Context: an optimization exercise on an open-source flow, tuned for small area, a short achievable clock period and few clock cycles per item. The choices shown serve that exercise and are no tape-out recipe. Where RTL was checked, it was by simulation tests only, not by an equivalence proof against the original. Only the layout flow was run in run 5; the RTL was not checked for function there. Power is estimated from default activity; no workload was simulated.

### flow/run.sh
#!/bin/bash
# Own layout flow: the standard layout (standard.sh), with
#  - synthesis through flow/synth.tcl: the standard flow's synthesis script with ABC on
#    flow/abc.script (structural mapping, no restructuring) and without the
#    full/half-adder extraction, so the RTL's adder structure is kept;
#  - the port buffers made of sky130_fd_sc_hd__buf_1 instead of the cell
#    buffer_ports picks by default.
# make's output goes to standard_make.log; ORFS keeps each step's log in
# orfs/logs/.
set -euo pipefail
export OWN_WORK=$PWD
export OWN_ABC_SCRIPT=$PWD/flow/abc.script
export BUFFER_PORTS_ARGS="-buffer_cell sky130_fd_sc_hd__buf_1"
export PLACE_PINS_ARGS="-min_distance 1 -min_distance_in_tracks"
bash standard.sh SYNTH_SCRIPT=$PWD/flow/synth.tcl ADDER_MAP_FILE= finish > standard_make.log 2>&1
### flow/abc.script
&get -n
&st
&dch
&nf
&put
buffer -c
topo
stime -c
upsize -c
dnsize -c
### flow/synth.tcl
proc abc {args} {
  set i [lsearch -exact $args -script]
  if {$i >= 0} { lset args [expr {$i + 1}] $::env(OWN_ABC_SCRIPT) }
  yosys abc {*}$args
}
source $::env(OWN_WORK)/synth_recipe.tcl
### standard.sh
#!/bin/bash
# synth_recipe.tcl (not shown) runs the flow's synth.tcl, then flattens the netlist and writes it again
# the make line also repeats each setting of config.mk as NAME=value (left out here)
make -C /OpenROAD-flow-scripts/flow DESIGN_CONFIG=/design/flow/config.mk WORK_HOME=/design/flow/orfs CLKGATE_MAP_FILE= SYNTH_SCRIPT=/design/flow/synth_recipe.tcl "${@:-finish}"
### config.mk
export PLATFORM = sky130hd
export DESIGN_NAME = bias_relu
export DESIGN_NICKNAME = bias_relu
export VERILOG_FILES = /design/flow/design.v
export SDC_FILE = /design/flow/constraint.sdc
export NUM_CORES = 4
export LEC_CHECK = 0
export CAP_MARGIN = 20
export CORE_MARGIN = 2
export CORE_UTILIZATION = 60
export SETUP_SLACK_MARGIN = 3.0
export SLEW_MARGIN = 20
### constraint.sdc
create_clock -name core_clock -period 6.5 [get_ports {clk}]
set_input_delay 1.3000 -clock core_clock [delete_from_list [all_inputs] [get_ports {clk}]]
set_output_delay 1.3000 -clock core_clock [all_outputs]
set_load 0.01 [all_outputs]
### design.v
`default_nettype none
module bias_relu #(
  parameter int ROWS    = 4,
  parameter int COLS    = 4,
  parameter int RELU_EN = 1
) (
  input  logic                              clk,
  input  logic                              rst,
  input  logic                              enable,
  input  logic [ROWS-1:0][COLS-1:0][31:0]   matrix_in,
  input  logic [ROWS-1:0][31:0]             bias,
  output logic [ROWS-1:0][COLS-1:0][31:0]   result,
  output logic                              busy,
  output logic                              done
);
  logic done_q;
  always_ff @(posedge clk) begin
    if (rst) done_q <= 1'b0;
    else     done_q <= enable;
  end
  assign busy = 1'b0;
  assign done = done_q;
  for (genvar i = 0; i < ROWS * COLS; i++) begin : g_elem
    logic [31:0] e, b;
    logic [32:0] sum;
    assign e = matrix_in[(i / COLS)][(i % COLS)];
    assign b = bias[(i / COLS)];
    logic [31:0] p, g;
    assign p = e ^ b;
    assign g = e & b;
    logic G0_1; logic P0_1;
    logic G0_3; logic P0_3;
    logic G0_5; logic P0_5;
    logic G0_7; logic P0_7;
    logic G0_9; logic P0_9;
    logic G0_11; logic P0_11;
    logic G0_13; logic P0_13;
    logic G0_15; logic P0_15;
    logic G0_17; logic P0_17;
    logic G0_19; logic P0_19;
    logic G0_21; logic P0_21;
    logic G0_23; logic P0_23;
    logic G0_25; logic P0_25;
    logic G0_27; logic P0_27;
    logic G0_29; logic P0_29;
    logic G0_31; logic P0_31;
    logic G1_3; logic P1_3;
    logic G1_5; logic P1_5;
    logic G1_7; logic P1_7;
    logic G1_9; logic P1_9;
    logic G1_11; logic P1_11;
    logic G1_13; logic P1_13;
    logic G1_15; logic P1_15;
    logic G1_17; logic P1_17;
    logic G1_19; logic P1_19;
    logic G1_21; logic P1_21;
    logic G1_23; logic P1_23;
    logic G1_25; logic P1_25;
    logic G1_27; logic P1_27;
    logic G1_29; logic P1_29;
    logic G1_31; logic P1_31;
    logic G2_5; logic P2_5;
    logic G2_7; logic P2_7;
    logic G2_9; logic P2_9;
    logic G2_11; logic P2_11;
    logic G2_13; logic P2_13;
    logic G2_15; logic P2_15;
    logic G2_17; logic P2_17;
    logic G2_19; logic P2_19;
    logic G2_21; logic P2_21;
    logic G2_23; logic P2_23;
    logic G2_25; logic P2_25;
    logic G2_27; logic P2_27;
    logic G2_29; logic P2_29;
    logic G2_31; logic P2_31;
    logic G3_9; logic P3_9;
    logic G3_11; logic P3_11;
    logic G3_13; logic P3_13;
    logic G3_15; logic P3_15;
    logic G3_17; logic P3_17;
    logic G3_19; logic P3_19;
    logic G3_21; logic P3_21;
    logic G3_23; logic P3_23;
    logic G3_25; logic P3_25;
    logic G3_27; logic P3_27;
    logic G3_29; logic P3_29;
    logic G3_31; logic P3_31;
    logic G4_17; logic P4_17;
    logic G4_19; logic P4_19;
    logic G4_21; logic P4_21;
    logic G4_23; logic P4_23;
    logic G4_25; logic P4_25;
    logic G4_27; logic P4_27;
    logic G4_29; logic P4_29;
    logic G4_31; logic P4_31;
    logic G5_2; logic P5_2;
    logic G5_4; logic P5_4;
    logic G5_6; logic P5_6;
    logic G5_8; logic P5_8;
    logic G5_10; logic P5_10;
    logic G5_12; logic P5_12;
    logic G5_14; logic P5_14;
    logic G5_16; logic P5_16;
    logic G5_18; logic P5_18;
    logic G5_20; logic P5_20;
    logic G5_22; logic P5_22;
    logic G5_24; logic P5_24;
    logic G5_26; logic P5_26;
    logic G5_28; logic P5_28;
    logic G5_30; logic P5_30;
    assign G0_1 = g[1] | (p[1] & g[0]);
    assign P0_1 = p[1] & p[0];
    assign G0_3 = g[3] | (p[3] & g[2]);
    assign P0_3 = p[3] & p[2];
    assign G0_5 = g[5] | (p[5] & g[4]);
    assign P0_5 = p[5] & p[4];
    assign G0_7 = g[7] | (p[7] & g[6]);
    assign P0_7 = p[7] & p[6];
    assign G0_9 = g[9] | (p[9] & g[8]);
    assign P0_9 = p[9] & p[8];
    assign G0_11 = g[11] | (p[11] & g[10]);
    assign P0_11 = p[11] & p[10];
    assign G0_13 = g[13] | (p[13] & g[12]);
    assign P0_13 = p[13] & p[12];
    assign G0_15 = g[15] | (p[15] & g[14]);
    assign P0_15 = p[15] & p[14];
    assign G0_17 = g[17] | (p[17] & g[16]);
    assign P0_17 = p[17] & p[16];
    assign G0_19 = g[19] | (p[19] & g[18]);
    assign P0_19 = p[19] & p[18];
    assign G0_21 = g[21] | (p[21] & g[20]);
    assign P0_21 = p[21] & p[20];
    assign G0_23 = g[23] | (p[23] & g[22]);
    assign P0_23 = p[23] & p[22];
    assign G0_25 = g[25] | (p[25] & g[24]);
    assign P0_25 = p[25] & p[24];
    assign G0_27 = g[27] | (p[27] & g[26]);
    assign P0_27 = p[27] & p[26];
    assign G0_29 = g[29] | (p[29] & g[28]);
    assign P0_29 = p[29] & p[28];
    assign G0_31 = g[31] | (p[31] & g[30]);
    assign P0_31 = p[31] & p[30];
    assign G1_3 = G0_3 | (P0_3 & G0_1);
    assign P1_3 = P0_3 & P0_1;
    assign G1_5 = G0_5 | (P0_5 & G0_3);
    assign P1_5 = P0_5 & P0_3;
    assign G1_7 = G0_7 | (P0_7 & G0_5);
    assign P1_7 = P0_7 & P0_5;
    assign G1_9 = G0_9 | (P0_9 & G0_7);
    assign P1_9 = P0_9 & P0_7;
    assign G1_11 = G0_11 | (P0_11 & G0_9);
    assign P1_11 = P0_11 & P0_9;
    assign G1_13 = G0_13 | (P0_13 & G0_11);
    assign P1_13 = P0_13 & P0_11;
    assign G1_15 = G0_15 | (P0_15 & G0_13);
    assign P1_15 = P0_15 & P0_13;
    assign G1_17 = G0_17 | (P0_17 & G0_15);
    assign P1_17 = P0_17 & P0_15;
    assign G1_19 = G0_19 | (P0_19 & G0_17);
    assign P1_19 = P0_19 & P0_17;
    assign G1_21 = G0_21 | (P0_21 & G0_19);
    assign P1_21 = P0_21 & P0_19;
    assign G1_23 = G0_23 | (P0_23 & G0_21);
    assign P1_23 = P0_23 & P0_21;
    assign G1_25 = G0_25 | (P0_25 & G0_23);
    assign P1_25 = P0_25 & P0_23;
    assign G1_27 = G0_27 | (P0_27 & G0_25);
    assign P1_27 = P0_27 & P0_25;
    assign G1_29 = G0_29 | (P0_29 & G0_27);
    assign P1_29 = P0_29 & P0_27;
    assign G1_31 = G0_31 | (P0_31 & G0_29);
    assign P1_31 = P0_31 & P0_29;
    assign G2_5 = G1_5 | (P1_5 & G0_1);
    assign P2_5 = P1_5 & P0_1;
    assign G2_7 = G1_7 | (P1_7 & G1_3);
    assign P2_7 = P1_7 & P1_3;
    assign G2_9 = G1_9 | (P1_9 & G1_5);
    assign P2_9 = P1_9 & P1_5;
    assign G2_11 = G1_11 | (P1_11 & G1_7);
    assign P2_11 = P1_11 & P1_7;
    assign G2_13 = G1_13 | (P1_13 & G1_9);
    assign P2_13 = P1_13 & P1_9;
    assign G2_15 = G1_15 | (P1_15 & G1_11);
    assign P2_15 = P1_15 & P1_11;
    assign G2_17 = G1_17 | (P1_17 & G1_13);
    assign P2_17 = P1_17 & P1_13;
    assign G2_19 = G1_19 | (P1_19 & G1_15);
    assign P2_19 = P1_19 & P1_15;
    assign G2_21 = G1_21 | (P1_21 & G1_17);
    assign P2_21 = P1_21 & P1_17;
    assign G2_23 = G1_23 | (P1_23 & G1_19);
    assign P2_23 = P1_23 & P1_19;
    assign G2_25 = G1_25 | (P1_25 & G1_21);
    assign P2_25 = P1_25 & P1_21;
    assign G2_27 = G1_27 | (P1_27 & G1_23);
    assign P2_27 = P1_27 & P1_23;
    assign G2_29 = G1_29 | (P1_29 & G1_25);
    assign P2_29 = P1_29 & P1_25;
    assign G2_31 = G1_31 | (P1_31 & G1_27);
    assign P2_31 = P1_31 & P1_27;
    assign G3_9 = G2_9 | (P2_9 & G0_1);
    assign P3_9 = P2_9 & P0_1;
    assign G3_11 = G2_11 | (P2_11 & G1_3);
    assign P3_11 = P2_11 & P1_3;
    assign G3_13 = G2_13 | (P2_13 & G2_5);
    assign P3_13 = P2_13 & P2_5;
    assign G3_15 = G2_15 | (P2_15 & G2_7);
    assign P3_15 = P2_15 & P2_7;
    assign G3_17 = G2_17 | (P2_17 & G2_9);
    assign P3_17 = P2_17 & P2_9;
    assign G3_19 = G2_19 | (P2_19 & G2_11);
    assign P3_19 = P2_19 & P2_11;
    assign G3_21 = G2_21 | (P2_21 & G2_13);
    assign P3_21 = P2_21 & P2_13;
    assign G3_23 = G2_23 | (P2_23 & G2_15);
    assign P3_23 = P2_23 & P2_15;
    assign G3_25 = G2_25 | (P2_25 & G2_17);
    assign P3_25 = P2_25 & P2_17;
    assign G3_27 = G2_27 | (P2_27 & G2_19);
    assign P3_27 = P2_27 & P2_19;
    assign G3_29 = G2_29 | (P2_29 & G2_21);
    assign P3_29 = P2_29 & P2_21;
    assign G3_31 = G2_31 | (P2_31 & G2_23);
    assign P3_31 = P2_31 & P2_23;
    assign G4_17 = G3_17 | (P3_17 & G0_1);
    assign P4_17 = P3_17 & P0_1;
    assign G4_19 = G3_19 | (P3_19 & G1_3);
    assign P4_19 = P3_19 & P1_3;
    assign G4_21 = G3_21 | (P3_21 & G2_5);
    assign P4_21 = P3_21 & P2_5;
    assign G4_23 = G3_23 | (P3_23 & G2_7);
    assign P4_23 = P3_23 & P2_7;
    assign G4_25 = G3_25 | (P3_25 & G3_9);
    assign P4_25 = P3_25 & P3_9;
    assign G4_27 = G3_27 | (P3_27 & G3_11);
    assign P4_27 = P3_27 & P3_11;
    assign G4_29 = G3_29 | (P3_29 & G3_13);
    assign P4_29 = P3_29 & P3_13;
    assign G4_31 = G3_31 | (P3_31 & G3_15);
    assign P4_31 = P3_31 & P3_15;
    assign G5_2 = g[2] | (p[2] & G0_1);
    assign P5_2 = p[2] & P0_1;
    assign G5_4 = g[4] | (p[4] & G1_3);
    assign P5_4 = p[4] & P1_3;
    assign G5_6 = g[6] | (p[6] & G2_5);
    assign P5_6 = p[6] & P2_5;
    assign G5_8 = g[8] | (p[8] & G2_7);
    assign P5_8 = p[8] & P2_7;
    assign G5_10 = g[10] | (p[10] & G3_9);
    assign P5_10 = p[10] & P3_9;
    assign G5_12 = g[12] | (p[12] & G3_11);
    assign P5_12 = p[12] & P3_11;
    assign G5_14 = g[14] | (p[14] & G3_13);
    assign P5_14 = p[14] & P3_13;
    assign G5_16 = g[16] | (p[16] & G3_15);
    assign P5_16 = p[16] & P3_15;
    assign G5_18 = g[18] | (p[18] & G4_17);
    assign P5_18 = p[18] & P4_17;
    assign G5_20 = g[20] | (p[20] & G4_19);
    assign P5_20 = p[20] & P4_19;
    assign G5_22 = g[22] | (p[22] & G4_21);
    assign P5_22 = p[22] & P4_21;
    assign G5_24 = g[24] | (p[24] & G4_23);
    assign P5_24 = p[24] & P4_23;
    assign G5_26 = g[26] | (p[26] & G4_25);
    assign P5_26 = p[26] & P4_25;
    assign G5_28 = g[28] | (p[28] & G4_27);
    assign P5_28 = p[28] & P4_27;
    assign G5_30 = g[30] | (p[30] & G4_29);
    assign P5_30 = p[30] & P4_29;
    logic [32:0] c;
    assign c[0] = 1'b0;
    assign c[1] = g[0];
    assign c[2] = G0_1;
    assign c[3] = G5_2;
    assign c[4] = G1_3;
    assign c[5] = G5_4;
    assign c[6] = G2_5;
    assign c[7] = G5_6;
    assign c[8] = G2_7;
    assign c[9] = G5_8;
    assign c[10] = G3_9;
    assign c[11] = G5_10;
    assign c[12] = G3_11;
    assign c[13] = G5_12;
    assign c[14] = G3_13;
    assign c[15] = G5_14;
    assign c[16] = G3_15;
    assign c[17] = G5_16;
    assign c[18] = G4_17;
    assign c[19] = G5_18;
    assign c[20] = G4_19;
    assign c[21] = G5_20;
    assign c[22] = G4_21;
    assign c[23] = G5_22;
    assign c[24] = G4_23;
    assign c[25] = G5_24;
    assign c[26] = G4_25;
    assign c[27] = G5_26;
    assign c[28] = G4_27;
    assign c[29] = G5_28;
    assign c[30] = G4_29;
    assign c[31] = G5_30;
    assign c[32] = G4_31;
    assign sum[31:0] = p ^ c[31:0];
    assign sum[32] = p[31] ^ c[32];
    logic pos, mixed, big, nonneg, ld_one, ld_keep;
    assign pos     = !e[31] && !b[31];
    assign mixed   = e[31] ^ b[31];
    assign big     = pos && c[31];
    assign nonneg  = pos || (mixed && c[31]);
    assign ld_one  = !done_q && big;
    assign ld_keep = !done_q && nonneg;
    logic [30:0] res_q;
    always_ff @(posedge clk) begin
      res_q <= ({31{done_q}} & res_q) | {31{ld_one}} | ({31{ld_keep}} & sum[30:0]);
    end
    assign result[(i / COLS)][(i % COLS)] = {1'b0, res_q};
  end
endmodule
`default_nettype wire
==> metrics.cfg, run 1 <==
[flow_run]
cap_violations = 0

[logic_synthesis]
ys.warnings.count = 1
synthAdderAreaFrac_pct = 2.06
ys_seq_elements = 497
synth_cell_types = 54
synth_ff_type = dfxtp_1
synth_compound_area_share_pct = 28.4
postSynthCellCount = 4829
synth_top_family_by_area = compound AO/OA/AOI/OAI gates
synth_edf_count = 0
ys_seq_area_share_pct = 25.3
syn_area_sq_um = 39300
synthXorXnorAreaFrac_pct = 22.0
synth_mux_area_share_pct = 0
synth_area_per_cell_sq_um = 8.13
synth_simple_gate_area_share_pct = 17.5
postSynth.asyncResetShare_pct = 0

[worst_setup_path]
end_kind = register
crit_path_start_kind = primary input
crit_arrival_ps = 4070
worstPathMaxFanout = 30
path_class = primary input to register
crit_required_ps = 7010

[global_route]
grt_pass1_vias = 39500
antenna_found_initial = 111
grt_first_pass_wirelength_mm = 234
track_usage_pct = 45.3
overflow = 0
grt_max_degree = 159

[sta]
grt_setup_unrepaired = true
fin_crit_sh_pct = 54.7
tightest_slew_ps = 1150
layout_setup_ws_ps = 2950
finClkSkew_ps = 13.9
max_freq_mhz = 281
setup_viol = 0
report.final.slew_viol_count = 0
slew_headroom_pct = 23.6
setup_tns_ps = 0
fin_crit_ps = 3550
finalHoldViolCount = 0

[floorplan]
core_area_sq_um = 64600
initial_utilization_pct = 60.8
die_w_microns = 260
die_h_microns = 260
rows = 93
dieArea_sq_um = 67500
ios = 1157

[power_and_ir_drop]
powerDensity_nw_per_um2 = 268
ir_drop_v = 0.000229
p_leak_nw = 16.4

[clock_tree]
root_buffer = clkbuf_16
path_clk_slew_ps = 60
htree_num_levels = 2
hold_buffers = 0
cts.sinks = 497
cts_inserted_buffers = 57
clock_path_buffers = 3
clk_latency_ps = 650
cts_tree = yes

[drt]
drtPass1Iterations = 8
routedWlPerCell_microns = 24.1
via_per_inst = 6.44
vias = 43900
ant_nets = 0
drt-total-wl_mm = 164
drc = 0
drt_iter0_markers = 4912

[placement]
io_buffers = 1139
place_ws_ps = 1540
dp_hpwl_mm = 123
place_congestion = 1.04

[finish]
final_cell_mix = 1,044 x buf_1, 677 x xnor2_1, 610 x nand2_1
area_delta_synth_final_pct = 19.5
final_common_cell = buf_1
drive_above_1_share_pct = 8.67
nNetsFinal = 6480
nFillCells = 5320

[worst_hold_path]
hold_path.class = register to register

[outcome]
status = timing/DRC/antenna clean

==> sequential cells by signal (all words and copies together) (netlist names) <==
name,count
g_elem.res_q,496
done_q,1
==> final timing paths <==
kind,startpoint,end,slack (ps),cells past startpoint
setup reg to reg,done_q,g_elem[9].res_q[27],3950,4
setup / recovery,bias[5],g_elem[0].res_q[3],2950,10
hold reg to reg,g_elem[5].res_q[24],g_elem[5].res_q[24],460,1
hold / removal,g_elem[5].res_q[24],g_elem[5].res_q[24],460,1
==> what timing repair did <==
item                       CTS  global route
pin swaps                   12            27
resized for setup          120           124
setup buffers               12            27
cloned                       6             0
setup endpoints to repair  494           471
==> critical path: stages <==
cell and delay (ps):
clkbuf_4 210, xnor2_2 290, nor2_1 170, a221oi_4 440, o221ai_4 220, a311oi_4 450, o221a_2 290, nor2_2 40
buf_4 240, a221o_1 370
==> cells by family after synthesis <==
logic type / after synthesis
AOI/OAI and AO/OA: 1460
xor gates and xnor gates: 937
adders and majority gates: 81
buffers and inverters: 323
DFF: 497
other: 1
and+or+nand+nor: 1530
==> where the power goes <==
group / internal, mW / switching, mW / total [mW]
Clock: 2.24 / 1.46 / 3.70
Combinational: 1.82 / 2.97 / 4.79
Sequential: 3.68 / 0.406 / 4.08
Total: 7.74 / 4.84 / 12.6
==> stage by stage <==
step                hold WS, ps  cells  utilization (%)  total power, mW  cell area, sq um
global route                482   6784             72.6             13.0             46900
CTS                         467   6712             71.3             12.3             46000
floorplan                   508   4845                -             7.06             39400
finish                      464   6808             72.7             12.6             47000
global placement            447   6588             67.2             8.45             43400
detailed placement          453   6588             67.2             8.54             43400
==> cell type report <==
class / instances / area (sq um) / share of cell area, %
multi-input combinational: 4031 / 28400 / 60.4
sequential: 497 / 9950 / 21.2
timing repair buffer: 1226 / 5180 / 11.0
clock buffer: 77 / 1670 / 3.56
tap: 855 / 1070 / 2.28
clock inverter: 29 / 457 / 0.973
antenna: 69 / 173 / 0.368
inverter: 24 / 90.1 / 0.192
==> routing by layer <==
metal | GRT usage, % | wire (microns) | share of wire, %
met4 | 32.5 | 13800 | 8.4
met2 | 65.9 | 68000 | 41
met3 | 22.2 | 23300 | 14
met5 | 1.57 | 595 | 0.36
met1 | 51.2 | 58300 | 36
==> synth_stat cells, types with 10 or more instances <==
| library cell | count | area, sq um |
|---|---|---|
| a21oi_1 | 266 | 1330 |
| a211oi_1 | 36 | 270 |
| a22oi_1 | 58 | 435 |
| nand2_1 | 610 | 2290 |
| nand4_1 | 59 | 369 |
| a221o_1 | 455 | 4550 |
| a21o_1 | 16 | 120 |
| a41oi_1 | 12 | 105 |
| buf_4 | 35 | 263 |
| xnor2_2 | 32 | 521 |
| o221a_2 | 16 | 180 |
| o211ai_1 | 63 | 473 |
| xnor2_1 | 707 | 6190 |
| o21ai_0 | 360 | 1800 |
| dfxtp_1 | 497 | 9950 |
| a311o_1 | 25 | 250 |
| nand3_1 | 42 | 210 |
| inv_1 | 24 | 90.1 |
| buf_6 | 46 | 518 |
| xnor2_4 | 10 | 275 |
| or3_1 | 25 | 156 |
| nor4_1 | 78 | 488 |
| xor2_1 | 188 | 1650 |
| o221ai_1 | 12 | 105 |
| clkbuf_1 | 69 | 259 |
| nor2_2 | 11 | 68.8 |
| nor2_1 | 547 | 2050 |
| nor3_1 | 51 | 255 |
| a211o_1 | 16 | 140 |
| a21boi_0 | 11 | 82.6 |
| maj3_1 | 81 | 811 |
| o21ai_1 | 60 | 300 |
| and2_1 | 74 | 463 |
| buf_2 | 149 | 746 |
Testbench counts, summed over its fixed seeds: cycles 3,192, items 1,600.
==> run 2, diff against run 1 <==
--- a/config.mk
+++ b/config.mk
@@ -8,5 +8,6 @@
 export CAP_MARGIN = 20
 export CORE_MARGIN = 2
 export CORE_UTILIZATION = 60
+export PLACE_DENSITY = 0.9
 export SETUP_SLACK_MARGIN = 3.0
 export SLEW_MARGIN = 20
==> run 2 against run 1 <==
Design area is 0.65% lower. Final cell count hardly changed. Die area stayed put. Non-clock buffer count is 6 lower. Worst setup slack better by 71 ps. Critical path depth stayed put. Wire length is 1.1% lower. Global-route usage is 0.33 points lower. Clock power is 2% lower. Register-to-register slack hardly changed. Clock-buffer cell count is 1 higher. Area after synthesis stayed put. Critical endpoint is now g_elem[3].res_q[7].
==> metrics.cfg, run 2 <==
[drt]
vias = 44100  ; +0.50%
drtPass1Iterations = 9  ; +1
routedWlPerCell_microns = 23.8  ; -1.1%
topRoutingLayerUsed = met5
ant_nets = 0  ; unchanged
drc = 0  ; unchanged
drt-total-wl_mm = 162  ; -1.1%
met1_length_mm = 56.3  ; -3.4%
via_per_inst = 6.48  ; +0.52%
drt_iter0_markers = 5042  ; +2.6%
wl_met2_mm = 68.2  ; +0.29%
met3_length_mm = 22.3  ; -4.3%

[logic_synthesis]
synth_mux_area_share_pct = 0  ; unchanged
synth_area_leader_cell = dfxtp_1
synth_edf_count = 0  ; unchanged
postSynthCellCount = 4829  ; unchanged
synth.top_cell.area_share_pct = 25.3  ; unchanged
yosys-top-cells-area = dfxtp_1 25%, xnor2_1 16%, a221o_1 12%, nand2_1 5.8%, nor2_1 5.2%
yosysMostFrequentCell = xnor2_1
ys_seq_elements = 497  ; unchanged
synth_commonest_cells = 707 x xnor2_1, 610 x nand2_1, 547 x nor2_1
postSynth.asyncResetShare_pct = 0  ; unchanged
ys_seq_area_share_pct = 25.3  ; unchanged
synth_compound_area_share_pct = 28.4  ; unchanged
synth_ff_type = dfxtp_1
synth_cell_types = 54  ; unchanged
synth_simple_gate_area_share_pct = 17.5  ; unchanged
ys.warnings.count = 1  ; unchanged
synthAdderAreaFrac_pct = 2.06  ; unchanged
synth_area_per_cell_sq_um = 8.13  ; unchanged
syn_area_sq_um = 39300  ; unchanged
synth_top_family_by_area = compound AO/OA/AOI/OAI gates
synthXorXnorAreaFrac_pct = 22.0  ; unchanged

[sta]
tightest_slew_ps = 989  ; -157 ps
grt_setup_unrepaired = true
setup_tns_ps = 0  ; unchanged
slew_headroom_pct = 34.1  ; +10 points
finalHoldViolCount = 0  ; unchanged
finClkSkew_ps = 33.5  ; +19.6 ps
fin_crit_ps = 3480  ; -71.0 ps
report.final.slew_viol_count = 0  ; unchanged
setup_viol = 0  ; unchanged
fin_crit_sh_pct = 53.6  ; -1.1 points
max_freq_mhz = 287  ; +2.0%

[finish]
largest_reg_flops = 496  ; unchanged
reg.largest.list = g_elem.res_q: 496 flops, done_q: 1 flops
stdcell_area_sq_um = 46700  ; -0.65%
nFillCells = 5127  ; -3.6%
drive_above_1_share_pct = 8.08  ; -0.59 points
final_cell_mix = 1,054 x buf_1, 680 x xnor2_1, 610 x nand2_1
area_delta_synth_final_pct = 18.8
final_common_cell = buf_1
largest-register = g_elem.res_q
nNetsFinal = 6476  ; -0.062%

[worst_hold_path]
hp-start = g_elem[10].res_q[24]
hold_path.class = register to register
hold_path_end = g_elem[10].res_q[24]
min_path_cells = 1  ; unchanged

[worst_setup_path]
timing.rr.start = done_q
worstPathMaxFanout = 26  ; -13%
rr_worst_depth = 5  ; +1
end_kind = register
path_class = primary input to register
crit_required_ps = 7050  ; +40 ps
crit_path_start_kind = primary input
r2r_slack_ps = 3950  ; about the same
rr_endpoint = g_elem[13].res_q[6]
crit_arrival_ps = 4030  ; -40 ps
startpoint = bias[11]

[clock_tree]
root_buffer = clkbuf_16
htree_num_levels = 2  ; unchanged
path_clk_slew_ps = 60  ; about the same
clock_path_buffers = 3  ; unchanged
cts_tree = yes
clk_latency_ps = 660  ; about the same
cts_inserted_buffers = 58  ; +1.8%
cts.sinks = 497  ; unchanged
hold_buffers = 0  ; unchanged

[placement]
placed_cell_area_sq_um = 43500  ; +0.20%
io_buffers = 1139  ; unchanged
place_congestion = 1.03  ; -1.4%
dp_hpwl_mm = 124  ; +0.36%

[floorplan]
dieArea_sq_um = 67500  ; unchanged
core_area_sq_um = 64600  ; unchanged
die_h_microns = 260  ; unchanged
die_w_microns = 260  ; unchanged
rows = 93  ; unchanged
ios = 1157  ; unchanged
initial_utilization_pct = 60.8  ; unchanged

[global_route]
track_usage_pct = 44.9  ; -0.33 points
antenna_found_initial = 98  ; -12%
grt_max_degree = 165  ; +3.8%
grt_pass1_vias = 39900  ; +0.98%
grt_first_pass_wirelength_mm = 235  ; +0.38%
overflow = 0  ; unchanged

[outcome]
status = timing/DRC/antenna clean

[power_and_ir_drop]
ir_drop_v = 0.000249  ; +9.0%
p_leak_nw = 16.2  ; -0.80%
powerDensity_nw_per_um2 = 267  ; -0.22%

[flow_run]
cap_violations = 0  ; unchanged

-- run 2: cell counts after synthesis --
No cell type changed its count.
-- run 2: what timing repair did --
item                                    4_1_cts  5_1_grt
buffers inserted                              7       14
resized for setup                            94      103
pin swaps                                    10       13
cloned                                        6        1
endpoints found under the setup margin      486      481
hold endpoints to repair                      0        0
-- run 2: worst max-delay path by stage --
| stage | end | slack, ps | cells after the start |
|---|---|---|---|
| final | g_elem[3].res_q[7] | 3020 | 10 |
| after global routing | g_elem[0].res_q[6] | 2910 | 11 |
| after CTS | g_elem[15].res_q[16] | 2880 | 10 |
| after detailed placement | g_elem[8].res_q[2] | 1350 | 9 |
| after global placement | g_elem[8].res_q[0] | 1530 | 9 |
| after floorplan | g_elem[12].res_q[29] | 2990 | 10 |
-- run 2: per-stage QoR --
| step | util, % | worst slack (ps) | hold slack, ps | total power [mW] | instances |
|---|---|---|---|---|---|
| global route | 72.2 | 2910 | 483 | 12.9 | 6786 |
| floorplan | - | 2990 | 508 | 7.06 | 4845 |
| CTS | 71.1 | 2880 | 468 | 12.2 | 6722 |
| finish | 72.2 | 3020 | 472 | 12.5 | 6807 |
| global placement | 67.4 | 1530 | 449 | 8.43 | 6599 |
| detailed placement | 67.4 | 1350 | 453 | 8.54 | 6600 |
-- run 2: per-layer routing --
metal	global-route usage, %	up-vias
li1	-	19800
met1	50.3	20600
met2	67.5	2793
met3	19.8	822
met4	32.7	70
met5	1.64	-
-- run 2: cells by family (layout without fill, tap and decap cells) --
logic type / after synthesis / in the layout
XOR/XNOR: 937 / 937
adder cells (fa/ha/maj): 81 / 81
buffers and inverters: 323 / 1353
flip-flops: 497 / 497
AO/OA/AOI/OAI: 1460 / 1460
AND/OR/NAND/NOR: 1530 / 1537
other: 1 / 87
-- run 2: area by class of cell --
cell class	instances	area, sq um	area share [%]
Inverter	24	90.1	0.193
Antenna cell	70	175	0.375
Sequential cell	497	9950	21.3
Timing Repair Buffer	1220	5080	10.9
Tap cell	855	1070	2.29
Multi-Input combinational cell	4032	28200	60.5
Clock buffer	78	1600	3.42
Clock inverter	31	469	1.01
-- run 2: report_power, final --
group          switching (mW)  leakage [nW]  internal (mW)
Combinational            2.93          11.1           1.80
Sequential              0.425          4.16           3.68
Clock                    1.47          1.00           2.16
Total                    4.83          16.2           7.64
-- run 2: worst max-delay path, cell delays in order --
cell	delay [ps]
clkbuf_2	200
xnor2_1	390
o21ai_0	250
a21oi_1	370
o221ai_4	230
a311oi_4	340
o221a_2	290
nor2_2	70
buf_4	240
a221o_1	340
==> run 3, diff against run 2 <==
--- a/flow/run.sh
+++ b/flow/run.sh
@@ -11,5 +11,5 @@
 export OWN_WORK=$PWD
 export OWN_ABC_SCRIPT=$PWD/flow/abc.script
 export BUFFER_PORTS_ARGS="-buffer_cell sky130_fd_sc_hd__buf_1"
-export PLACE_PINS_ARGS="-min_distance 1 -min_distance_in_tracks"
+export CTS_ARGS="-sink_clustering_enable -repair_clock_nets -buf_list sky130_fd_sc_hd__clkbuf_8 -dont_use_dummy_load"
 bash standard.sh SYNTH_SCRIPT=$PWD/flow/synth.tcl ADDER_MAP_FILE= finish > standard_make.log 2>&1
--- a/config.mk
+++ b/config.mk
@@ -7,7 +7,7 @@
 export LEC_CHECK = 0
 export CAP_MARGIN = 20
 export CORE_MARGIN = 2
-export CORE_UTILIZATION = 60
-export PLACE_DENSITY = 0.9
+export CORE_UTILIZATION = 35
+export PLACE_DENSITY = 0.85
 export SETUP_SLACK_MARGIN = 3.0
 export SLEW_MARGIN = 20
==> run 3 against run 2 <==
Worst setup slack worse by 50 ps. Non-clock buffer count up 2. Sequential cell count did not move. Wire length grew 25%. Register-to-register slack worse by 340 ps. Maximum frequency decreased by 1.4%. Clock-buffer cell count increased by 16. Still clean on timing, DRC and antenna. Design area shrank 0.16%. Clock power down 28%. Global-route usage decreased by 12 points. Critical endpoint is now g_elem[8].res_q[29].
==> metrics.cfg, run 3 <==
[drt]
routedWlPerCell_microns = 27.4  ; +15%
via_per_inst = 5.98  ; -7.7%
vias = 44200  ; +0.25%
drc = 0  ; unchanged
ant_nets = 0  ; unchanged
drtPass1Iterations = 6  ; -3
drt-total-wl_mm = 202  ; +25%
drt_iter0_markers = 4004  ; -21%

[power_and_ir_drop]
ir_drop_v = 0.000158  ; -37%
clockPowerShare_pct = 22.3  ; -6.8 points
p_int_mw = 6.74  ; -12%
comb_power_share_pct = 42.1  ; +4.2 points
seqPwrFrac_pct = 35.6  ; +2.7 points
swShare_pct = 42.4  ; +3.7 points
powerDensity_nw_per_um2 = 251  ; -6.0%
netSwitchingPower_mw = 4.96  ; +2.8%
p_leak_nw = 15.9  ; -2.2%

[worst_setup_path]
path_class = primary input to register
timing.rr.start = done_q
end_kind = register
r2r_slack_ps = 3610  ; -340 ps
crit_required_ps = 7110  ; +60 ps
crit_path_start_kind = primary input
crit_arrival_ps = 4140  ; +110 ps
worstPathMaxFanout = 5  ; -81%
startpoint = bias[67]

[global_route]
grt_pass1_vias = 41300  ; +3.4%
antenna_found_initial = 74  ; -24%
grt_first_pass_wirelength_mm = 281  ; +19%
overflow = 0  ; unchanged
grt_max_degree = 130  ; -21%
track_usage_pct = 33.0  ; -12 points

[finish]
final_cells = 7391  ; +8.6%
area_delta_synth_final_pct = 18.6
final_cell_mix = 1,042 x buf_1, 694 x xnor2_1, 610 x nand2_1
final_common_cell = buf_1
drive_above_1_share_pct = 8.01  ; -0.065 points
largest_reg_flops = 496  ; unchanged
nNetsFinal = 6512  ; +0.56%
reg.largest.list = g_elem.res_q: 496 flops, done_q: 1 flops
largest-register = g_elem.res_q
postLayoutCoreUtil_pct = 42.0  ; -30 points

[logic_synthesis]
ys_seq_area_share_pct = 25.3  ; unchanged
yosys-top-cells-area = dfxtp_1 25%, xnor2_1 16%, a221o_1 12%, nand2_1 5.8%, nor2_1 5.2%
synth_cell_types = 54  ; unchanged
syn_area_sq_um = 39300  ; unchanged
postSynthCellCount = 4829  ; unchanged
synth_ff_type = dfxtp_1
synth_area_leader_cell = dfxtp_1
synth_edf_count = 0  ; unchanged
yosysMostFrequentCell = xnor2_1
postSynth.asyncResetShare_pct = 0  ; unchanged
synth_commonest_cells = 707 x xnor2_1, 610 x nand2_1, 547 x nor2_1
ys.warnings.count = 1  ; unchanged
synth_area_per_cell_sq_um = 8.13  ; unchanged
synth.top_cell.area_share_pct = 25.3  ; unchanged
ys_seq_elements = 497  ; unchanged

[clock_tree]
cts.sinks = 497  ; unchanged
path_clk_slew_ps = 60  ; about the same
htree_num_levels = 3  ; +1
clk_latency_ps = 760  ; +100 ps
root_buffer = clkbuf_8
clock_path_buffers = 3  ; unchanged
cts_inserted_buffers = 94  ; +62%
cts_tree = yes

[placement]
dp_cells = 7230  ; +9.5%
place_ws_ps = 1500  ; +146 ps
io_buffers = 1139  ; unchanged
dp_hpwl_mm = 168  ; +35%
place_congestion = 1.14  ; +11%

[sta]
max_freq_mhz = 283  ; -1.4%
slew_headroom_pct = 22.0  ; -12 points
layout_setup_ws_ps = 2970  ; -50.3 ps
fin_crit_sh_pct = 54.4  ; +0.77 points
finClkSkew_ps = 51.6  ; +18.1 ps
tightest_slew_ps = 1170  ; +181 ps
setup_viol = 0  ; unchanged
setup_tns_ps = 0  ; unchanged
fin_crit_ps = 3530  ; +50.3 ps
report.final.slew_viol_count = 0  ; unchanged
finalHoldViolCount = 0  ; unchanged
grt_setup_unrepaired = true

[outcome]
status = timing/DRC/antenna clean

[flow_run]
cap_violations = 0  ; unchanged

[floorplan]
die_h_microns = 339  ; +30%
core_area_sq_um = 111000  ; +72%
ios = 1157  ; unchanged
dieArea_sq_um = 115000  ; +70%
die_w_microns = 339  ; +30%
initial_utilization_pct = 35.4  ; -25 points
rows = 122  ; +31%

[worst_hold_path]
hold_path.class = register to register
hp-start = g_elem[2].res_q[24]

## run 3: cell families after synthesis
| group | Yosys count | share of synthesized area, % |
|---|---|---|
| compound gates | 1460 | 28.4 |
| simple gates | 1530 | 17.5 |
| buf+inv | 323 | 4.77 |
| flops | 497 | 25.3 |
| xor+xnor | 937 | 22.0 |
| fa+ha+maj | 81 | 2.06 |
| other cells | 1 | 0.00955 |
## run 3: stage by stage
stage          power, mW  instance area [sq um]  hold WS (ps)
6_report            11.7                  46600           466
3_5_place_dp        8.91                  44300           455
3_3_place_gp        8.83                  44300           449
5_1_grt             12.2                  46500           483
2_1_floorplan       7.06                  39400           508
4_1_cts             11.6                  46000           469
## run 3: layout make-up
class / count / area (sq um)
fillers: 11300 / 64400
clock buffers: 94 / 1290
multi-input cells: 4030 / 28100
repair buffers: 1222 / 5210
well taps: 1488 / 1860
diodes: 36 / 90.1
inverters: 24 / 90.1
flip-flops and latches: 497 / 9950
## run 3: timing repair
action / CTS / global route
resized for setup: 134 / 86
gates cloned: 3 / 2
pin swaps: 5 / 15
hold buffers: 0 / 0
setup buffers: 7 / 19
endpoints found under the setup margin: 485 / 463
## run 3: metal layers
metal  routed length, microns  GRT usage (%)  vias to the layer above  part of all wire [%]
li1                         -              -                    19800                     -
met1                    73300           36.7                    21100                    36
met2                    88100           52.0                     2463                    44
met3                    21800           11.5                      799                    11
met4                    18400           24.8                       70                   9.1
met5                      464              0                        -                  0.23
## run 3: critical path: stages
cell and delay, ps:
clkbuf_4 240, buf_4 220, xnor2_1 320, nor2_1 100, a21oi_1 350, o211ai_1 330, a211oi_1 580, o21ai_0 190
xnor2_1 150, a221o_1 320
## run 3: power by group through the flow
stage	clock, mW	sequential [mW]	combinational, mW
2_1_floorplan	0	4.33	2.73
5_1_grt	2.77	4.19	5.20
4_1_cts	2.66	4.13	4.79
6_report	2.61	4.16	4.93
3_5_place_dp	0	4.18	4.73
3_3_place_gp	0	4.18	4.66
## run 3: path summary, 6_finish.rpt
kind,depth (start not counted),to
worst min register to register,1,g_elem[2].res_q[24]
worst min-delay path,1,g_elem[2].res_q[24]
worst max register to register,6,g_elem[3].res_q[22]
worst max-delay path,10,g_elem[8].res_q[29]
==> run 4, diff against run 3 <==
--- a/config.mk
+++ b/config.mk
@@ -8,6 +8,5 @@
 export CAP_MARGIN = 20
 export CORE_MARGIN = 2
 export CORE_UTILIZATION = 35
-export PLACE_DENSITY = 0.85
 export SETUP_SLACK_MARGIN = 3.0
 export SLEW_MARGIN = 20
==> run 4 against run 3 <==
Maximum frequency rose by 1.7%. Highest routed layer unchanged. Sequential power fell by 2%. Synthesized cell count did not move. Final cell count rose by 0.26%. Design area barely moved. Die area did not move. Wire length fell by 3.8%. Critical path type unchanged. Combinational power barely moved. Clock power barely moved. Clock skew rose by 5.9 ps. Non-clock buffer count rose by 4. Via count fell by 3.9%. Critical endpoint is now g_elem[10].res_q[13].
==> metrics.cfg, run 4 <==
[outcome]
status = timing/DRC/antenna clean

[worst_setup_path]
r2r_slack_ps = 4000  ; +390 ps
crit_path_start_kind = primary input
worstPathMaxFanout = 15  ; +10
crit_family = compound AO/OA/AOI/OAI gates
path_cells = buf_1 > xor2_1 > and2_1 > nand2_1 > a211oi_1 > a311oi_4 > o221a_2 > nor2_4 > a221o_1
crit_arrival_ps = 4080  ; -60 ps
rr_endpoint = g_elem[8].res_q[12]
critical_path_buf_inv_count = 1  ; -1
path_class = primary input to register
crit_path_top_delay_cell = buf_1
end_kind = register
cp_slowest_stage_delay_ps = 610  ; +30 ps
rr_worst_depth = 5  ; -1
crit_required_ps = 7100  ; about the same
timing.rr.start = done_q

[sta]
finClkSkew_ps = 57.5  ; +5.93 ps
report.final.slew_viol_count = 0  ; unchanged
setup_viol = 0  ; unchanged
slew_headroom_pct = 16.3  ; -5.7 points
whs_ps = 465  ; -1.10 ps
fin_crit_sh_pct = 53.5  ; -0.88 points
setup_tns_ps = 0  ; unchanged
finalHoldViolCount = 0  ; unchanged
max_freq_mhz = 288  ; +1.7%
grt_setup_unrepaired = true
tightest_slew_ps = 1260  ; +86.0 ps
fin_crit_ps = 3480  ; -57.4 ps

[logic_synthesis]
yosys-top-cells-area = dfxtp_1 25%, xnor2_1 16%, a221o_1 12%, nand2_1 5.8%, nor2_1 5.2%
yosysMostFrequentCell = xnor2_1
synth_cell_types = 54  ; unchanged
ys_seq_elements = 497  ; unchanged
ys_seq_area_share_pct = 25.3  ; unchanged
ys.warnings.count = 1  ; unchanged
synth.top_cell.area_share_pct = 25.3  ; unchanged
postSynthCellCount = 4829  ; unchanged
synth_edf_count = 0  ; unchanged
synth_commonest_cells = 707 x xnor2_1, 610 x nand2_1, 547 x nor2_1
synth_area_leader_cell = dfxtp_1
synth_area_per_cell_sq_um = 8.13  ; unchanged
postSynth.asyncResetShare_pct = 0  ; unchanged
synth_ff_type = dfxtp_1
syn_area_sq_um = 39300  ; unchanged

[finish]
final_common_cell = buf_1
stdcell_area_sq_um = 46600  ; about the same
nFillCells = 11700  ; +2.9%
drive_above_1_share_pct = 7.83  ; -0.18 points
nNetsFinal = 6521  ; +0.14%
largest-register = g_elem.res_q
final_cell_mix = 1,058 x buf_1, 693 x xnor2_1, 610 x nand2_1
reg.largest.list = g_elem.res_q: 496 flops, done_q: 1 flops
largest_reg_flops = 496  ; unchanged
final_cells = 7410  ; +0.26%
area_delta_synth_final_pct = 18.6  ; about the same

[floorplan]
initial_utilization_pct = 35.4  ; unchanged
ios = 1157  ; unchanged
die_h_microns = 339  ; unchanged
core_area_sq_um = 111000  ; unchanged
dieArea_sq_um = 115000  ; unchanged
die_w_microns = 339  ; unchanged
rows = 122  ; unchanged

[global_route]
grt_max_degree = 167  ; +28%
antenna_found_initial = 82  ; +11%
overflow = 0  ; unchanged
grt_first_pass_wirelength_mm = 272  ; -3.1%
track_usage_pct = 31.8  ; -1.2 points
grt_pass1_vias = 39500  ; -4.3%

[clock_tree]
htree_num_levels = 3  ; unchanged
clk_latency_ps = 720  ; -40 ps
path_clk_slew_ps = 50  ; about the same
hold_buffers = 0  ; unchanged
cts_tree = yes
root_buffer = clkbuf_8
cts_inserted_buffers = 97  ; +3.2%
clock_path_buffers = 3  ; unchanged
cts.sinks = 497  ; unchanged

[placement]
dp_cells = 7237  ; +0.097%
place_congestion = 1.01  ; -11%
placed_cell_area_sq_um = 44300  ; +0.14%
dp_hpwl_mm = 160  ; -4.7%
io_buffers = 1139  ; unchanged

[worst_hold_path]
hp-start = g_elem[12].res_q[24]
hold_path.class = register to register
hold_path_end = g_elem[12].res_q[24]
min_path_cells = 1  ; unchanged

[power_and_ir_drop]
powerDensity_nw_per_um2 = 250  ; -0.43%
swShare_pct = 41.8  ; -0.58 points
clockPowerShare_pct = 22.7  ; +0.4 points
finalPower_mw = 11.6  ; -0.45%
seqPwrFrac_pct = 35.0  ; -0.6 points
comb_power_share_pct = 42.3  ; +0.2 points
ir_drop_v = 0.000188  ; +19%
p_leak_nw = 15.9  ; about the same
p_int_mw = 6.78  ; +0.54%
netSwitchingPower_mw = 4.87  ; -1.8%

[drt]
ant_nets = 0  ; unchanged
drc = 0  ; unchanged
drt_iter0_markers = 3241  ; -19%
routedWlPerCell_microns = 26.2  ; -4.1%
via_per_inst = 5.73  ; -4.1%
vias = 42500  ; -3.9%
drtPass1Iterations = 6  ; unchanged
drt-total-wl_mm = 194  ; -3.8%

[flow_run]
cap_violations = 0  ; unchanged

run 4: cell counts after synthesis:
No cell type changed its count.
run 4: worst max path at each step:
stage / slack (ps) / from / endpoint / depth (start not counted)
2_1_floorplan: 2990 / bias[99] / g_elem[12].res_q[29] / 10
3_3_place_gp: 1540 / bias[72] / g_elem[8].res_q[0] / 9
3_5_place_dp: 1470 / bias[72] / g_elem[8].res_q[0] / 9
4_1_cts: 3000 / bias[113] / g_elem[13].res_q[29] / 9
5_1_grt: 2960 / bias[66] / g_elem[9].res_q[27] / 10
6_report: 3020 / bias[90] / g_elem[10].res_q[13] / 9
run 4: power by group through the flow:
stage	clock network (mW)	registers (mW)	logic, mW
after floorplan	0	4.33	2.73
after global placement	0	4.11	4.74
after detailed placement	0	4.12	4.76
after CTS	2.70	4.07	4.84
after global routing	2.82	4.14	5.24
final	2.64	4.08	4.92
run 4: metrics by stage:
step	setup WS [ps]	utilization (%)
after floorplan	2990	-
after global placement	1540	40.0
after detailed placement	1470	40.0
after CTS	3000	41.5
after global routing	2960	41.9
final	3020	42.0
run 4: kinds of logic after synthesis:
kind of cell / count (synthesis) / synth area share (%)
xor gates and xnor gates: 937 / 22.0
and+or+nand+nor: 1530 / 17.5
buffers and inverters: 323 / 4.77
adders and majority gates: 81 / 2.06
DFF: 497 / 25.3
AOI/OAI and AO/OA: 1460 / 28.4
other: 1 / 0.00955
run 4: final cells by class:
| class | count | area [sq um] | share of cell area, % |
|---|---|---|---|
| Multi-Input combinational cell | 4032 | 28100 | 60.3 |
| Sequential cell | 497 | 9950 | 21.4 |
| Timing Repair Buffer | 1226 | 5130 | 11.0 |
| Tap cell | 1488 | 1860 | 4.00 |
| Clock buffer | 97 | 1340 | 2.87 |
| Antenna cell | 46 | 115 | 0.247 |
| Inverter | 24 | 90.1 | 0.193 |
run 4: what timing repair did:
action	in CTS	in global routing
setup buffers	10	13
pin swaps	9	6
cloned	7	0
resized for setup	74	85
endpoints found under the setup margin	462	458
run 4: per-layer routing:
layer | share of wire (%) | wire [microns] | track usage, %
met1 | 39 | 75200 | 36.7
met2 | 45 | 87700 | 51.3
met3 | 9.1 | 17700 | 9.91
met4 | 6.9 | 13300 | 19.5
met5 | 0.23 | 442 | 0
==> run 5, diff against run 4 <==
--- a/design.v
+++ b/design.v
@@ -304,18 +304,19 @@
     assign c[32] = G4_31;
     assign sum[31:0] = p ^ c[31:0];
     assign sum[32] = p[31] ^ c[32];
-    logic pos, mixed, big, nonneg, ld_one, ld_keep;
-    assign pos     = !e[31] && !b[31];
-    assign mixed   = e[31] ^ b[31];
-    assign big     = pos && c[31];
-    assign nonneg  = pos || (mixed && c[31]);
-    assign ld_one  = !done_q && big;
-    assign ld_keep = !done_q && nonneg;
-    logic [30:0] res_q;
+    logic pos, mixed, big, neg;
+    assign pos   = !e[31] && !b[31];
+    assign mixed = e[31] ^ b[31];
+    assign big   = pos && c[31];
+    assign neg   = (e[31] && b[31]) || (mixed && !c[31]);
+    logic [30:0] nsum_q;
+    logic        nbig_q, neg_q;
     always_ff @(posedge clk) begin
-      res_q <= ({31{done_q}} & res_q) | {31{ld_one}} | ({31{ld_keep}} & sum[30:0]);
+      nsum_q <= ({31{done_q}} & nsum_q) | ({31{!done_q}} & ~sum[30:0]);
+      nbig_q <= (done_q & nbig_q) | (!done_q & !big);
+      neg_q  <= (done_q & neg_q) | (!done_q & neg);
     end
-    assign result[(i / COLS)][(i % COLS)] = {1'b0, res_q};
+    assign result[(i / COLS)][(i % COLS)] = {1'b0, ~((nsum_q & {31{nbig_q}}) | {31{neg_q}})};
   end
 endmodule
 `default_nettype wire
--- a/config.mk
+++ b/config.mk
@@ -8,5 +8,6 @@
 export CAP_MARGIN = 20
 export CORE_MARGIN = 2
 export CORE_UTILIZATION = 35
+export PLACE_DENSITY = 0.85
 export SETUP_SLACK_MARGIN = 3.0
 export SLEW_MARGIN = 20
==> run 5 against run 4 <==
Clock skew is 27 ps higher. Still clean. Maximum frequency is 2.0% lower. Final cell count is 3.4% lower. Combinational power is 14% lower. Sequential cell count is 32 higher. Design area is 1.9% higher.
==> metrics.cfg, run 5 <==
[drt]
routedWlPerCell_microns = 25.6  ; -2.2%
drt-total-wl_mm = 184  ; -5.6%
drtPass1Iterations = 6  ; unchanged
via_per_inst = 5.70  ; -0.57%
drc = 0  ; unchanged
vias = 40800  ; -4.0%
ant_nets = 0  ; unchanged
drt_iter0_markers = 4490  ; +39%

[sta]
whs_ps = 614  ; +149 ps
finalHoldViolCount = 0  ; unchanged
finClkSkew_ps = 84.1  ; +26.6 ps
fin_crit_ps = 3550  ; +72.5 ps
max_freq_mhz = 282  ; -2.0%
fin_crit_sh_pct = 54.6  ; +1.1 points
grt_setup_unrepaired = true
report.final.slew_viol_count = 0  ; unchanged
tightest_slew_ps = 1220  ; -37.7 ps
slew_headroom_pct = 18.8  ; +2.5 points
setup_viol = 0  ; unchanged

[finish]
nNetsFinal = 6250  ; -4.2%
postLayoutCoreUtil_pct = 41.7  ; -0.28 points
final_common_cell = buf_1
area_delta_synth_final_pct = 18.6  ; about the same
multi_input_area_sq_um = 23200  ; -18%
nFillCells = 11400  ; -2.2%
stdcell_area_sq_um = 47500  ; +1.9%
seq_area_sq_um = 15900  ; +60%
final_cell_mix = 1,118 x buf_1, 772 x a21oi_1, 675 x nand2_1
drive_above_1_share_pct = 5.98  ; -1.9 points
final_cells = 7158  ; -3.4%

[logic_synthesis]
synth.top_cell.area_share_pct = 39.6  ; +14 points
synth_area_leader_cell = edfxtp_1
syn_area_sq_um = 40000  ; +1.9%
synth_area_per_cell_sq_um = 8.87  ; +9.0%
yosys-top-cells-area = edfxtp_1 40%, xnor2_1 14%, a21oi_1 9.8%, xor2_1 6.7%, nand2_1 6.3%
synth_commonest_cells = 783 x a21oi_1, 675 x nand2_1, 630 x xnor2_1
ys_seq_elements = 529  ; +6.4%
ys.warnings.count = 1  ; unchanged
synth_cell_types = 44  ; -19%
ys_seq_area_share_pct = 39.7  ; +14 points
postSynth.asyncResetShare_pct = 0  ; unchanged
yosysMostFrequentCell = a21oi_1
synth_edf_count = 528  ; +528
postSynthCellCount = 4514  ; -6.5%
synth_ff_type = edfxtp_1

[placement]
dp_cells = 6978  ; -3.6%
place_congestion = 1.08  ; +6.9%
io_buffers = 1139  ; unchanged
dp_hpwl_mm = 147  ; -7.7%
placed_cell_area_sq_um = 45400  ; +2.4%

[worst_setup_path]
path_class = primary input to register
worstPathMaxFanout = 8  ; -7
crit_required_ps = 6920  ; -180 ps
end_kind = register
crit_arrival_ps = 3970  ; -110 ps
crit_path_start_kind = primary input

[flow_run]
cap_violations = 0  ; unchanged

[power_and_ir_drop]
ir_drop_v = 0.000184  ; -1.9%
p_leak_nw = 15.7  ; -1.3%
powerDensity_nw_per_um2 = 251  ; +0.29%

[floorplan]
dieArea_sq_um = 117000  ; +1.9%
die_w_microns = 342  ; +0.94%
ios = 1157  ; unchanged
core_area_sq_um = 114000  ; +2.6%
die_h_microns = 342  ; +0.94%
rows = 124  ; +1.6%
initial_utilization_pct = 35.2  ; -0.24 points

[clock_tree]
cts_inserted_buffers = 102  ; +5.2%
cts.sinks = 529  ; +6.4%
root_buffer = clkbuf_8
clock_path_buffers = 3  ; unchanged
path_clk_slew_ps = 60  ; about the same
htree_num_levels = 3  ; unchanged
cts_tree = yes
clk_latency_ps = 750  ; +30 ps

[global_route]
antenna_found_initial = 41  ; -50%
track_usage_pct = 29.4  ; -2.4 points
grt_max_degree = 141  ; -16%
grt_pass1_vias = 37900  ; -3.9%
grt_first_pass_wirelength_mm = 252  ; -7.3%
overflow = 0  ; unchanged

[worst_hold_path]
hold_path.class = register to register

[outcome]
status = timing/DRC/antenna clean

run 5: cell types whose count changed after synthesis, moves of 77 or more:
cell,previous run,this run
nor2_1,547,400
xor2_1,188,304
a21oi_1,266,783
dfxtp_1,497,1
xnor2_1,707,630
a221o_1,455,0
edfxtp_1,0,528
o21ai_1,60,140
run 5: metal layers:
metal | vias to the layer above | wire [microns] | global-route usage, %
met1 | 19300 | 68000 | 37.0
met3 | 628 | 23100 | 8.23
met4 | 8 | 12900 | 18.0
li1 | 18100 | - | -
met5 | - | 65 | 0
met2 | 2809 | 79500 | 44.8
run 5: path summary, 6_finish.rpt:
check                  from       end  slack (ps)  cells after the start
setup / recovery  bias[101]  register        2950                      9
hold / removal       done_q  register         610                      1
setup reg to reg     done_q  register        4120                      3
hold reg to reg      done_q  register         610                      1
run 5: final cells by class:
| type | count | share of cell area [%] |
|---|---|---|
| diodes | 41 | 0.216 |
| clock buffers | 102 | 2.96 |
| inverters | 7 | 0.0633 |
| multi-input cells | 3756 | 48.8 |
| flip-flops and latches | 529 | 33.4 |
| well taps | 1512 | 3.99 |
| repair buffers | 1211 | 10.6 |
run 5: through the flow:
step	total power [mW]	TNS, ps	setup WS, ps
floorplan	7.35	-1146250	-2170
global placement	8.89	0	2300
detailed placement	8.93	0	2220
CTS	11.8	0	2840
global route	12.4	0	2940
finish	11.9	0	2950
run 5: critical path, cell delays in order:
cell,delay [ps]
buf_1,540
xnor2_2,190
nor2_1,520
nand4_1,160
o221ai_1,460
nand3_1,250
a41oi_1,250
a21oi_1,90
xnor2_1,190
run 5: report_power, final:
group          switching (mW)  total (mW)  leakage (nW)  internal (mW)
clock network            1.44        2.81         0.734           1.37
registers               0.286        4.89          5.37           4.60
logic                    2.86        4.21          9.57           1.35
total                    4.59        11.9          15.7           7.32
run 5: timing repair:
action,4_1_cts,5_1_grt
buffers inserted,24,13
gates cloned,0,0
resized for setup,16,32
hold buffers,0,0
endpoints found under the setup margin,188,100
run 5: cell families (layout without fill, tap and decap cells):
family,Yosys count,in the layout,share of synthesized area (%)
AOI/OAI and AO/OA,1442,1442,20.3
xor gates and xnor gates,976,976,22.1
adders and majority gates,93,93,2.33
buffers and inverters,245,1320,2.95
DFF,529,529,39.7
other,1,58,0.00937
and+or+nand+nor,1228,1228,12.6
==> run 6, diff against run 5 <==
--- a/design.v
+++ b/design.v
@@ -304,19 +304,18 @@
     assign c[32] = G4_31;
     assign sum[31:0] = p ^ c[31:0];
     assign sum[32] = p[31] ^ c[32];
-    logic pos, mixed, big, neg;
-    assign pos   = !e[31] && !b[31];
-    assign mixed = e[31] ^ b[31];
-    assign big   = pos && c[31];
-    assign neg   = (e[31] && b[31]) || (mixed && !c[31]);
-    logic [30:0] nsum_q;
-    logic        nbig_q, neg_q;
+    logic pos, mixed, big, nonneg, ld_one, ld_keep;
+    assign pos     = !e[31] && !b[31];
+    assign mixed   = e[31] ^ b[31];
+    assign big     = pos && c[31];
+    assign nonneg  = pos || (mixed && c[31]);
+    assign ld_one  = !done_q && big;
+    assign ld_keep = !done_q && nonneg;
+    logic [30:0] res_q;
     always_ff @(posedge clk) begin
-      nsum_q <= ({31{done_q}} & nsum_q) | ({31{!done_q}} & ~sum[30:0]);
-      nbig_q <= (done_q & nbig_q) | (!done_q & !big);
-      neg_q  <= (done_q & neg_q) | (!done_q & neg);
+      res_q <= ({31{done_q}} & res_q) | {31{ld_one}} | ({31{ld_keep}} & sum[30:0]);
     end
-    assign result[(i / COLS)][(i % COLS)] = {1'b0, ~((nsum_q & {31{nbig_q}}) | {31{neg_q}})};
+    assign result[(i / COLS)][(i % COLS)] = {1'b0, res_q};
   end
 endmodule
 `default_nettype wire
--- a/flow/run.sh
+++ b/flow/run.sh
@@ -12,4 +12,5 @@
 export OWN_ABC_SCRIPT=$PWD/flow/abc.script
 export BUFFER_PORTS_ARGS="-buffer_cell sky130_fd_sc_hd__buf_1"
 export CTS_ARGS="-sink_clustering_enable -repair_clock_nets -buf_list sky130_fd_sc_hd__clkbuf_8 -dont_use_dummy_load"
+export PRE_IO_PLACEMENT_TCL=$PWD/flow/pins.tcl
 bash standard.sh SYNTH_SCRIPT=$PWD/flow/synth.tcl ADDER_MAP_FILE= finish > standard_make.log 2>&1
==> flow/pins.tcl (new file) <==
# Pin order for io placement (run before place_pins as PRE_IO_PLACEMENT_TCL):
# one matrix row per die edge. Along an edge: elements 0 and 1 of the row,
# the row's bias, elements 2 and 3. Inside an element its input and output
# bits alternate from bit 0 up, so each element's adder sits next to its
# own pins. The control pins go in the middle of the bottom edge.
set edges {bottom right top left}
for {set r 0} {$r < 4} {incr r} {
  set names {}
  for {set c 0} {$c < 4} {incr c} {
    if {$c == 2} {
      for {set k 0} {$k < 32} {incr k} { lappend names "bias\[[expr {$r*32 + $k}]\]" }
      if {$r == 0} { lappend names clk rst enable busy done }
    }
    set base [expr {($r*4 + $c) * 32}]
    for {set k 0} {$k < 32} {incr k} {
      lappend names "matrix_in\[[expr {$base + $k}]\]" "result\[[expr {$base + $k}]\]"
    }
  }
  set_io_pin_constraint -pin_names $names -region [lindex $edges $r]:* -group -order
}
--- a/config.mk
+++ b/config.mk
@@ -6,8 +6,7 @@
 export NUM_CORES = 4
 export LEC_CHECK = 0
 export CAP_MARGIN = 20
-export CORE_MARGIN = 2
-export CORE_UTILIZATION = 35
-export PLACE_DENSITY = 0.85
+export CORE_AREA = 4 4 426 426
+export DIE_AREA = 0 0 430 430
 export SETUP_SLACK_MARGIN = 3.0
 export SLEW_MARGIN = 20
==> run 6 against run 5 <==
Still clean on timing, DRC and antenna. Global-route usage fell by 13 points. Worst setup slack got worse by 7.6 ps. Total power down 5.1%. Sequential power is 16% lower. Maximum frequency down 0.21%. Clock skew decreased by 58 ps. Register-to-register slack worse by 110 ps. Design area rose by 0.82%. Largest cell class unchanged.
==> metrics.cfg, run 6 <==
[outcome]
status = timing/DRC/antenna clean

[logic_synthesis]
ys_seq_elements = 497  ; -6.0%
postSynthCellCount = 4829  ; +7.0%
synth_ff_type = dfxtp_1
ys.warnings.count = 1  ; unchanged
postSynth.asyncResetShare_pct = 0  ; unchanged
yosysMostFrequentCell = xnor2_1
ys_seq_area_share_pct = 25.3  ; -14 points
synth_cell_types = 54  ; +23%
synth_area_leader_cell = dfxtp_1
synth_area_per_cell_sq_um = 8.13  ; -8.3%
syn_area_sq_um = 39300  ; -1.9%
synth_commonest_cells = 707 x xnor2_1, 610 x nand2_1, 547 x nor2_1
synth_edf_count = 0  ; -100%
synth.top_cell.area_share_pct = 25.3  ; -14 points
yosys-top-cells-area = dfxtp_1 25%, xnor2_1 16%, a221o_1 12%, nand2_1 5.8%, nor2_1 5.2%

[clock_tree]
cts.sinks = 497  ; -6.0%
cts_tree = yes
cts_inserted_buffers = 97  ; -4.9%
clock_path_buffers = 3  ; unchanged
clk_latency_ps = 740  ; about the same
htree_num_levels = 3  ; unchanged
hold_buffers = 0  ; unchanged
path_clk_slew_ps = 50  ; about the same
root_buffer = clkbuf_8

[power_and_ir_drop]
comb_power_share_pct = 40.3  ; +4.9 points
netSwitchingPower_mw = 4.52  ; -1.5%
seqPwrFrac_pct = 36.4  ; -4.6 points
p_leak_nw = 16.0  ; +2.3%
powerDensity_nw_per_um2 = 236  ; -5.8%
ir_drop_v = 0.000145  ; -21%
p_int_mw = 6.78  ; -7.3%
swShare_pct = 40.0  ; +1.4 points
clockPowerShare_pct = 23.4  ; -0.2 points

[drt]
drt-total-wl_mm = 164  ; -11%
drc = 0  ; unchanged
routedWlPerCell_microns = 19.8  ; -23%
drt_iter0_markers = 3451  ; -23%
via_per_inst = 5.11  ; -10%
vias = 42300  ; +3.6%
drtPass1Iterations = 6  ; unchanged
ant_nets = 0  ; unchanged

[sta]
tightest_slew_ps = 1130  ; -91.3 ps
layout_setup_ws_ps = 2940  ; -7.60 ps
grt_setup_unrepaired = false
fin_crit_sh_pct = 54.7  ; +0.12 points
report.final.slew_viol_count = 0  ; unchanged
finalHoldViolCount = 0  ; unchanged
finClkSkew_ps = 26.1  ; -58.1 ps
setup_viol = 0  ; unchanged
setup_tns_ps = 0  ; unchanged
slew_headroom_pct = 24.9  ; +6.1 points
max_freq_mhz = 281  ; -0.21%
fin_crit_ps = 3560  ; +7.60 ps

[placement]
place_ws_ps = 1550  ; -666 ps
io_buffers = 1139  ; unchanged
place_congestion = 0.978  ; -9.8%
dp_hpwl_mm = 132  ; -11%

[finish]
multi_input_area_sq_um = 28000  ; +21%
seq_area_sq_um = 9950  ; -37%
drive_above_1_share_pct = 8.09  ; +2.1 points
final_cell_mix = 1,068 x buf_1, 696 x xnor2_1, 610 x nand2_1
reg.largest.list = g_elem.res_q: 496 flops, done_q: 1 flops
final_common_cell = buf_1
largest_reg_flops = 496
largest-register = g_elem.res_q
area_delta_synth_final_pct = 21.8
nFillCells = 19200  ; +68%
nNetsFinal = 6564  ; +5.0%

[global_route]
grt_max_degree = 68  ; -52%
grt_first_pass_wirelength_mm = 238  ; -5.6%
grt_pass1_vias = 40000  ; +5.6%
track_usage_pct = 16.5  ; -13 points
antenna_found_initial = 16  ; -61%
overflow = 0  ; unchanged

[floorplan]
ios = 1157  ; unchanged
core_area_sq_um = 177000  ; +55%
dieArea_sq_um = 185000  ; +58%
initial_utilization_pct = 22.2  ; -13 points
die_h_microns = 430  ; +26%
die_w_microns = 430  ; +26%
rows = 154  ; +24%

[worst_setup_path]
crit_arrival_ps = 4190  ; +220 ps
path_class = primary input to register
crit_required_ps = 7130  ; +210 ps
end_kind = register
r2r_slack_ps = 4010  ; -110 ps
crit_path_start_kind = primary input
worstPathMaxFanout = 31  ; +23

[worst_hold_path]
hold_path.class = register to register

[flow_run]
cap_violations = 0  ; unchanged

run 6: changes by cell type in the layout (fill, tap and decap cells not counted), sizes merged, moves of 55 or more:
cell	delta
xor2	-116
a221o	+455
nor4	+55
a21oi	-525
nand2	-65
dfxtp	+496
xnor2	+77
and2	+66
edfxtp	-528
o21ai	-88
nor2	+165
run 6: final cells by class:
| type | count | share of cell area [%] |
|---|---|---|
| multi-input cells | 4029 | 58.4 |
| flip-flops and latches | 497 | 20.8 |
| repair buffers | 1272 | 11.6 |
| well taps | 2340 | 6.12 |
| clock buffers | 97 | 2.79 |
| inverters | 24 | 0.188 |
| diodes | 18 | 0.0941 |
run 6: routing by layer:
metal / GRT usage [%] / vias to the layer above / wire (microns)
li1: - / 19800 / -
met1: 19.3 / 20000 / 64000
met2: 27.2 / 2017 / 75600
met3: 3.60 / 426 / 13400
met4: 10.5 / 2 / 11000
met5: 0 / - / 13
run 6: repair_timing:
action	4_1_cts	5_1_grt
gates cloned	2	2
pin swaps	2	7
endpoints found under the setup margin	409	400
hold endpoints to repair	0	0
resized for setup	82	69
setup buffers	7	8
run 6: worst max-delay path, stage by stage:
cell      delay (ps)
buf_2            270
xnor2_1          430
nor2_1           190
a221oi_4         430
o221ai_2         240
a311oi_2         380
o21ai_0          160
nor4b_4          150
buf_4            270
a311o_1          350
run 6: worst paths after layout:
check | start | end | cells past startpoint
worst min register to register | g_elem[0].res_q[24] | g_elem[0].res_q[24] | 1
worst max register to register | done_q | g_elem[5].res_q[20] | 6
worst max-delay path | bias[5] | g_elem[1].res_q[29] | 10
worst min-delay path | g_elem[0].res_q[24] | g_elem[0].res_q[24] | 1
run 6: power groups by stage:
stage / registers [mW] / logic [mW] / clock network [mW]
floorplan: 4.33 / 2.73 / 0
global placement: 4.14 / 4.36 / 0
detailed placement: 4.14 / 4.43 / 0
CTS: 4.09 / 4.47 / 2.75
global route: 4.15 / 4.92 / 2.86
finish: 4.11 / 4.55 / 2.64
run 6: cells by family after synthesis:
logic type / share of synthesized area, %
XOR/XNOR: 22.0
AND/OR/NAND/NOR: 17.5
AO/OA/AOI/OAI: 28.4
flip-flops: 25.3
buffers and inverters: 4.77
adder cells (fa/ha/maj): 2.06
other: 0.00955
run 6: per-stage QoR:
stage / power (mW) / instances / utilization, % / instance area (sq um) / hold WS [ps]
global placement: 8.50 / 8142 / 25.9 / 45800 / 449
detailed placement: 8.57 / 8143 / 25.9 / 45800 / 455
floorplan: 7.06 / 4845 / - / 39400 / 508
global route: 11.9 / 8275 / 27.1 / 47900 / 491
finish: 11.3 / 8277 / 27.1 / 47900 / 466
CTS: 11.3 / 8249 / 26.9 / 47500 / 468
Testbench counts of run 6, summed over its fixed seeds: cycles 3,192, items 1,600.

[separate check: timing with driven ports]
How much do the figures lean on ideal ports? The routed layouts below were timed once more, with nothing changed but the port constraints.
Step 1 sets driving cells, clkbuf_16 on the clock port and buf_2 on the other inputs (assumed; they add their load-dependent delay and slew).
Step 2, shift: input delay + t, output delay - t, t = (earliest + latest rising clock arrival at the registers) / 2. This alone moves slack from input paths to output paths.
a / b / c = ideal ports / drivers / drivers and shift; a / b = the first two.
| run | t (ns) | setup WS [ns] | hold slack, ns | worst slew at a driven data input, ns |
|---|---|---|---|---|
| run 1 | 0.710 | 2.945 / 2.985 / 2.274 | 0.464 / 0.464 / 0.464 | 0.28 |
| run 2 | 0.718 | 3.016 / 2.996 / 2.278 | 0.472 / 0.472 / 0.472 | 0.28 |
| run 3 | 0.779 | 2.966 / 2.922 / 2.142 | 0.466 / 0.466 / 0.466 | 0.24 |
| run 4 | 0.775 | 3.024 / 3.042 / 2.267 | 0.465 / 0.465 / 0.465 | 0.27 |
| run 5 | 0.799 | 2.951 / 2.897 / 2.098 | 0.614 / 0.614 / 0.614 | 0.17 |
| run 6 | 0.792 | 2.943 / 2.959 / 2.167 | 0.466 / 0.466 / 0.466 | 0.10 |
After both steps every run listed still meets setup and hold. For run 5, which loses most, drivers alone change the setup slack by -0.054 ns; drivers and shift together by -0.853 ns.
